What follows belongs to an exercise in optimizing a design on an open flow for small area; a production flow would make more cautious choices. Function was checked by simulation only, so behaviour that the tests miss may differ from the original. Power and IR drop assume default switching activity.

`flow/config.mk`:
```
export PLATFORM = sky130hd
export DESIGN_NAME = window_gen_kxk
export DESIGN_NICKNAME = window_gen_kxk
export VERILOG_FILES = /design/flow/design.v
export SDC_FILE = /design/flow/constraint.sdc
export NUM_CORES = 4
export LEC_CHECK = 0
export CAP_MARGIN = 20
export CORE_MARGIN = 2
export CORE_UTILIZATION = 40
export PLACE_DENSITY = 0.6
export SLEW_MARGIN = 20
```
`flow/constraint.sdc`:
```
create_clock -name core_clock -period 3.0 [get_ports {clk}]
set_input_delay 0.6000 -clock core_clock [delete_from_list [all_inputs] [get_ports {clk}]]
set_output_delay 0.6000 -clock core_clock [all_outputs]
set_load 0.01 [all_outputs]
```
`flow/design.v`:
```
package cnn_pkg;
    localparam int unsigned K_SMALL    = 3;
    localparam int unsigned K_LARGE    = 5;
    localparam int unsigned STRIDE_ONE = 1;
    localparam int unsigned STRIDE_TWO = 2;
    function automatic logic is_legal_k(input int unsigned k);
        is_legal_k = (k == K_SMALL) || (k == K_LARGE);
    endfunction
    function automatic logic is_legal_stride(input int unsigned s);
        is_legal_stride = (s == STRIDE_ONE) || (s == STRIDE_TWO);
    endfunction
    function automatic int unsigned slot_index(input int unsigned row,
                                               input int unsigned col,
                                               input int unsigned k);
        slot_index = row * k + col;
    endfunction
    function automatic int unsigned last_aligned(input int unsigned dim,
                                                 input int unsigned k,
                                                 input int unsigned s);
        last_aligned = (k - 1) + ((dim - k) / s) * s;
    endfunction
endpackage
module row_delay #(
    parameter int unsigned DEPTH = 34,
    parameter int unsigned WIDTH = 32
) (
    input  logic             clk,
    input  logic             en,
    input  logic [WIDTH-1:0] din,
    output logic [WIDTH-1:0] dout
);
    logic [WIDTH-1:0] mem [DEPTH];
    always_ff @(posedge clk) begin
        if (en) begin
            mem[0] <= din;
            for (int unsigned i = 1; i < DEPTH; i++) begin
                mem[i] <= mem[i-1];
            end
        end
    end
    assign dout = mem[DEPTH-1];
endmodule
module window_gen_kxk #(
    parameter int unsigned DATA_WIDTH = 32,
    parameter int unsigned IMG_WIDTH  = 34,
    parameter int unsigned IMG_HEIGHT = 34,
    parameter int unsigned K          = 5,
    parameter int unsigned STRIDE     = 2
) (
    input  logic                      clk,
    input  logic                      resetn,
    input  logic                      data_valid_in,
    input  logic [DATA_WIDTH-1:0]     data_in,
    output logic [K*K*DATA_WIDTH-1:0] window_out,
    output logic                      valid_out,
    output logic                      frame_done
);
    localparam int unsigned CW = $clog2(IMG_WIDTH);
    localparam int unsigned RW = $clog2(IMG_HEIGHT);
    localparam logic [CW-1:0] COL_MAX     = CW'(IMG_WIDTH - 1);
    localparam logic [CW-1:0] COL_FIRST   = CW'(K - 1);
    localparam logic [CW-1:0] COL_LAST_AL = CW'(cnn_pkg::last_aligned(IMG_WIDTH, K, STRIDE));
    localparam logic [RW-1:0] ROW_MAX     = RW'(IMG_HEIGHT - 1);
    localparam logic [RW-1:0] ROW_FIRST   = RW'(K - 1);
    localparam logic [RW-1:0] ROW_LAST_AL = RW'(cnn_pkg::last_aligned(IMG_HEIGHT, K, STRIDE));
    localparam logic          PH_MAX      = 1'(STRIDE - 1);
    if (!cnn_pkg::is_legal_k(K)) begin : g_bad_k
        $error("window_gen_kxk: K must be 3 or 5");
    end
    if (!cnn_pkg::is_legal_stride(STRIDE)) begin : g_bad_stride
        $error("window_gen_kxk: STRIDE must be 1 or 2");
    end
    if (IMG_WIDTH < K) begin : g_bad_width
        $error("window_gen_kxk: IMG_WIDTH must be at least K");
    end
    if (IMG_HEIGHT < K) begin : g_bad_height
        $error("window_gen_kxk: IMG_HEIGHT must be at least K");
    end
    function automatic logic ph_step(input logic ph);
        ph_step = (ph == PH_MAX) ? 1'b0 : ph + 1'b1;
    endfunction
    logic                      accept;
    logic                      emit;
    logic                      frame_end;
    logic [CW-1:0]             col;
    logic [RW-1:0]             row;
    logic                      col_ph;
    logic                      row_ph;
    logic [DATA_WIDTH-1:0]     dly_in  [K-1];
    logic [DATA_WIDTH-1:0]     dly_out [K-1];
    logic [DATA_WIDTH-1:0]     row_in  [K];
    logic [DATA_WIDTH-1:0]     taps     [K][K];
    logic [DATA_WIDTH-1:0]     tap_next [K][K];
    logic [K*K*DATA_WIDTH-1:0] win_flat;
    logic                      valid_q;
    logic                      frame_done_q;
    logic [K*K*DATA_WIDTH-1:0] window_q;
    assign accept = data_valid_in;
    for (genvar i = 0; i < K - 1; i++) begin : g_row_delay
        if (i == 0) begin : g_head
            assign dly_in[i] = data_in;
        end else begin : g_link
            assign dly_in[i] = dly_out[i-1];
        end
        row_delay #(
            .DEPTH (IMG_WIDTH),
            .WIDTH (DATA_WIDTH)
        ) u_row_delay (
            .clk  (clk),
            .en   (accept),
            .din  (dly_in[i]),
            .dout (dly_out[i])
        );
    end
    for (genvar j = 0; j < K; j++) begin : g_row_in
        if (j == K - 1) begin : g_live
            assign row_in[j] = data_in;
        end else begin : g_delayed
            assign row_in[j] = dly_out[K-2-j];
        end
    end
    always_ff @(posedge clk or negedge resetn) begin
        if (!resetn) begin
            col    <= '0;
            row    <= '0;
            col_ph <= 1'b0;
            row_ph <= 1'b0;
        end else if (accept) begin
            if (col == COL_MAX) begin
                col    <= '0;
                col_ph <= 1'b0;
                if (row == ROW_MAX) begin
                    row    <= '0;
                    row_ph <= 1'b0;
                end else begin
                    row    <= row + 1'b1;
                    row_ph <= (row >= ROW_FIRST) ? ph_step(row_ph) : 1'b0;
                end
            end else begin
                col    <= col + 1'b1;
                col_ph <= (col >= COL_FIRST) ? ph_step(col_ph) : 1'b0;
            end
        end
    end
    assign emit = accept && (row >= ROW_FIRST) && (col >= COL_FIRST)
                  && (col_ph == 1'b0) && (row_ph == 1'b0);
    assign frame_end = emit && (row == ROW_LAST_AL) && (col == COL_LAST_AL);
    always_comb begin
        for (int unsigned j = 0; j < K; j++) begin
            for (int unsigned c = 0; c < K - 1; c++) begin
                tap_next[j][c] = taps[j][c+1];
            end
            tap_next[j][K-1] = row_in[j];
        end
    end
    always_comb begin
        win_flat = '0;
        for (int unsigned j = 0; j < K; j++) begin
            for (int unsigned c = 0; c < K; c++) begin
                win_flat[cnn_pkg::slot_index(j, c, K)*DATA_WIDTH +: DATA_WIDTH] = tap_next[j][c];
            end
        end
    end
    always_ff @(posedge clk or negedge resetn) begin
        if (!resetn) begin
            for (int unsigned j = 0; j < K; j++) begin
                for (int unsigned c = 0; c < K; c++) begin
                    taps[j][c] <= '0;
                end
            end
        end else if (accept) begin
            for (int unsigned j = 0; j < K; j++) begin
                for (int unsigned c = 0; c < K; c++) begin
                    taps[j][c] <= tap_next[j][c];
                end
            end
        end
    end
    always_ff @(posedge clk or negedge resetn) begin
        if (!resetn) begin
            valid_q      <= 1'b0;
            frame_done_q <= 1'b0;
            window_q     <= '0;
        end else begin
            valid_q      <= emit;
            frame_done_q <= frame_end;
            if (emit) begin
                window_q <= win_flat;
            end
        end
    end
    assign valid_out  = valid_q;
    assign frame_done = frame_done_q;
    assign window_out = window_q;
endmodule
```
`flow/run.sh`:
```
#!/bin/bash
# synth_recipe.tcl (not shown) runs the flow's synth.tcl, then flattens the netlist and writes it again
# the make line also repeats each setting of config.mk as NAME=value (left out here)
make -C /OpenROAD-flow-scripts/flow DESIGN_CONFIG=/design/flow/config.mk WORK_HOME=/design/flow/orfs CLKGATE_MAP_FILE= SYNTH_SCRIPT=/design/flow/synth_recipe.tcl finish
```
==> impl_metrics.json <==
{
  "synth_edf_count": 4352,
  "clk_pin_slew_ns": 0.06,
  "die_h_um": 684,
  "post_cts_buffers": 0,
  "switchingPower_w": 0.0490,
  "syn_to_final_growth_pct": 19.4,
  "max_stage_delay_ns": 0.81,
  "dieWidth_um": 684,
  "worst-path-buf-inv": 1,
  "drtIter0Drc": 5449,
  "port_buffers": 836,
  "yosys_most_used_dff": "edfxtp_1",
  "yosys_warnings": 12,
  "n_fill_cell": 37100,
  "cap_viol_max_count": 0,
  "grt_remaining_overflow": 0,
  "firstDrtPassIters": 7,
  "wl_per_cell_um": 19.3,
  "ys_async_sr_fraction_pct": 25.1,
  "rsz0062_at_grt": "no",
  "grt_pass1_wl_um": 459000,
  "synth-seq-cells": 5808,
  "final_common_cell": "edfxtp_1",
  "routabilityCongestion": 0.806,
  "crit_slowest_cell": "clkdlybuf4s50_1",
  "r2r_start": "row[3]",
  "pwr-share-clk_pct": 34.6,
  "arrival_ns": 2.17,
  "p_per_area_mw_per_mm2": 922,
  "dpl.hpwl_um": 175000,
  "grt_pass1_vias": 74600,
  "period_needed_ns": 2.77,
  "power.internal_w": 0.155,
  "yosys.area_share.simple_pct": 0.0838,
  "dieArea_mm2": 0.468,
  "hold_ws_ns": 0.214,
  "status": "no timing/DRC/antenna violations",
  "finalHoldViolCount": 0,
  "final_nets": 8955,
  "io_pins": 837,
  "grt_use_met2_pct": 19.1,
  "synthAdderAreaFrac_pct": 0.0405,
  "grt_util_met1_pct": 17.5,
  "synth_compound_area_share_pct": 0.0561,
  "core_mm2": 0.460,
  "grt_use_total_pct": 12.4,
  "cts_root_buf": "clkbuf_16",
  "postRouteWirelength_um": 300000,
  "drtAntennaViolNets": 0,
  "cp_cell_sequence": "clkdlybuf4s50_1",
  "drive_above_1_share_pct": 19.5,
  "post_drt_via_cell_ratio": 4.62,
  "cts_max_path_buffers": 4,
  "combinationalPowerShare_pct": 14.4,
  "syn_area_mm2": 0.185,
  "yosysSeqAreaShare_pct": 90.2,
  "cts_made_buffers": 588,
  "cp_top_family": "buffers and inverters",
  "swShare_pct": 24.1,
  "met3_usage_pct": 3.09,
  "tns_ns": 0,
  "via_count": 71900,
  "leakage_nw": 79.4,
  "holdCritPathClass": "in2reg",
  "cts_tree": "done",
  "worstSetupPathDepth": 1,
  "final_cell_mix": "edfxtp_1 (4,352), dfrtp_1 (1,456), mux2_2 (843)",
  "fmax_ghz": 0.361,
  "ir_drop_uv": 674,
  "setup_viol": 0,
  "final_max_slew_viol_count": 0,
  "numClockSinks": 5808,
  "cp_max_fo": 2,
  "required_ns": 2.40,
  "clock_latency_ns": 1.01,
  "yosysUniqueCellTypes": 38,
  "synth_xor_area_share_pct": 0.0189,
  "clock_skew_ns": 0.0421,
  "grt_max_degree": 200,
  "cp-endpoint": "window_out[476]",
  "tightest_slew_ns": 1.21,
  "max-slew-margin-rel_pct": 19.3,
  "regToRegEndpoint": "window_q[769]",
  "synth_top_family_by_area": "multiplexers",
  "r2r.worst_path.cells": 5,
  "fin_crit_sh_pct": 92.4,
  "startpoint_type": "flip-flop",
  "antenna_found_initial": 15,
  "fp-row-count": 249,
  "synth.mux.area_fraction_pct": 8.77,
  "crit_type": "reg2out",
  "reg2reg_slack_ns": 0.37,
  "gr-max-usage-layer": "met2",
  "avgSynthCellArea_um2": 24.8,
  "drcViolationCount": 0,
  "start_util_pct": 40.2,
  "endpoint_kind": "primary output",
  "timing.critical_path.from": "window_q[476]",
  "p_seq_share_pct": 51.1,
  "synth_fp_nets": 7511,
  "synth_cells": 7470,
  "htree_num_levels": 6
}
==> power by group through the flow <==
stage | clock, W | sequential [W] | combinational (W)
finish | 0.0705 | 0.104 | 0.0293
CTS | 0.0731 | 0.104 | 0.0299
floorplan | 0 | 0.105 | 0.0107
global route | 0.0762 | 0.105 | 0.0312
detailed placement | 0 | 0.106 | 0.0298
global placement | 0 | 0.105 | 0.0291
==> synth_stat cells, types with 2 or more instances <==
library cell / n / area [um2]
nand3_1: 3 / 15.0
nor4_1: 2 / 12.5
buf_4: 13 / 97.6
nor4b_1: 2 / 17.5
buf_8: 61 / 916
a21oi_1: 2 / 10.0
inv_1: 5 / 18.8
ha_1: 6 / 75.1
buf_12: 6 / 120
mux2_2: 843 / 9490
edfxtp_1: 4352 / 131000
nand2_1: 6 / 22.5
buf_2: 5 / 25.0
mux2_1: 600 / 6760
nor3_1: 2 / 10.0
nand4_1: 4 / 25.0
xnor2_1: 2 / 17.5
dfrtp_1: 1456 / 36400
o21ai_0: 4 / 20.0
buf_1: 6 / 22.5
xor2_1: 2 / 17.5
nand2b_1: 3 / 18.8
clkbuf_1: 70 / 263
==> cell type report <==
type | count | area [um2] | area share, %
Clock inverter | 247 | 2590 | 1.17
Inverter | 6 | 30.0 | 0.0136
Timing Repair Buffer | 1015 | 10700 | 4.84
Tap cell | 6149 | 7690 | 3.48
Antenna cell | 9 | 22.5 | 0.0102
Sequential cell | 5808 | 167000 | 75.6
Multi-Input combinational cell | 1495 | 16600 | 7.52
Clock buffer | 818 | 16300 | 7.37
==> worst min-delay path by stage <==
stage                                                      from                               endpoint  slack, ns  depth (start not counted)
final                                                data_in[5]   g_row_delay[0].u_row_delay.mem[0][5]       0.21                          1
after global routing                                 data_in[5]   g_row_delay[0].u_row_delay.mem[0][5]       0.16                          1
after CTS                                            data_in[5]   g_row_delay[0].u_row_delay.mem[0][5]        0.1                          1
after detailed placement   g_row_delay[0].u_row_delay.mem[9][5]  g_row_delay[0].u_row_delay.mem[10][5]       0.40                          0
after global placement    g_row_delay[0].u_row_delay.mem[30][1]  g_row_delay[0].u_row_delay.mem[31][1]       0.40                          0
after floorplan                                          resetn                                 col[0]       0.30                          0
==> metrics by stage <==
step           setup WS, ns  area [um2]  total power, W  utilization [%]  std cells
2_1_floorplan         0.790      185000           0.116                -       7470
3_3_place_gp          0.149      202000           0.134             43.9      14500
3_5_place_dp          0.134      202000           0.135             43.9      14500
4_1_cts              0.0140      221000           0.207             48.0      15500
5_1_grt              0.0691      221000           0.213             48.0      15500
6_report              0.229      221000           0.204             48.0      15500
==> flip-flops by register name, summed over array words and instances (netlist names) <==
signal                       flops
window_q                       800
taps                           640
row                              6
g_row_delay.u_row_delay.mem   4352
valid_q                          1
col_ph                           1
row_ph                           1
col                              6
frame_done_q                     1
==> timing repair <==
item | in CTS | in global routing
setup endpoints to repair | 3 | 0
gates resized for setup | 3 | 0
hold buffers | 2 | 0
endpoints found under the hold margin | 267 | 0
==> cell families after synthesis <==
group,count (synthesis)
DFF,5808
muxes,1443
buffers and inverters,167
and+or+nand+nor,27
AOI/OAI and AO/OA,15
adders and majority gates,6
xor gates and xnor gates,4
==> per-layer routing <==
| metal | up-vias | share of wire, % | routed length (um) |
|---|---|---|---|
| met5 | - | 0.0033 | 10 |
| met4 | 2 | 2.7 | 8110 |
| met3 | 550 | 5.8 | 17500 |
| met2 | 1593 | 46 | 138000 |
| met1 | 37800 | 45 | 136000 |
| li1 | 32000 | - | - |

[static timing again, ports no longer ideal]
The results above use ideal ports. As a check the final layout listed here was re-extracted and re-timed, cells and wires unchanged. Step 1, drivers: a clkbuf_16 drives clk and a buf_2 each remaining input, both assumed. Step 2 times the ports against the registers' clock, not the clock port: input delays grow and output delays shrink by t, the midpoint of the rising clock arrivals with the driver on. Three values: no drivers, after step 1, after step 2; two values: the first two.
shift t [ns]: 1.101
setup WS [ns]: 0.229 / 0.107 / -0.645
worst hold slack (ns): 0.214 / 0.115 / 0.385
worst data-port slew with drivers (ns): 0.09
pins driven straight from the clock port: 1
Met with ideal ports but missed after step 2: setup timing in this run. For this run, drivers alone change the setup slack by -0.122 ns; drivers and shift together by -0.874 ns.
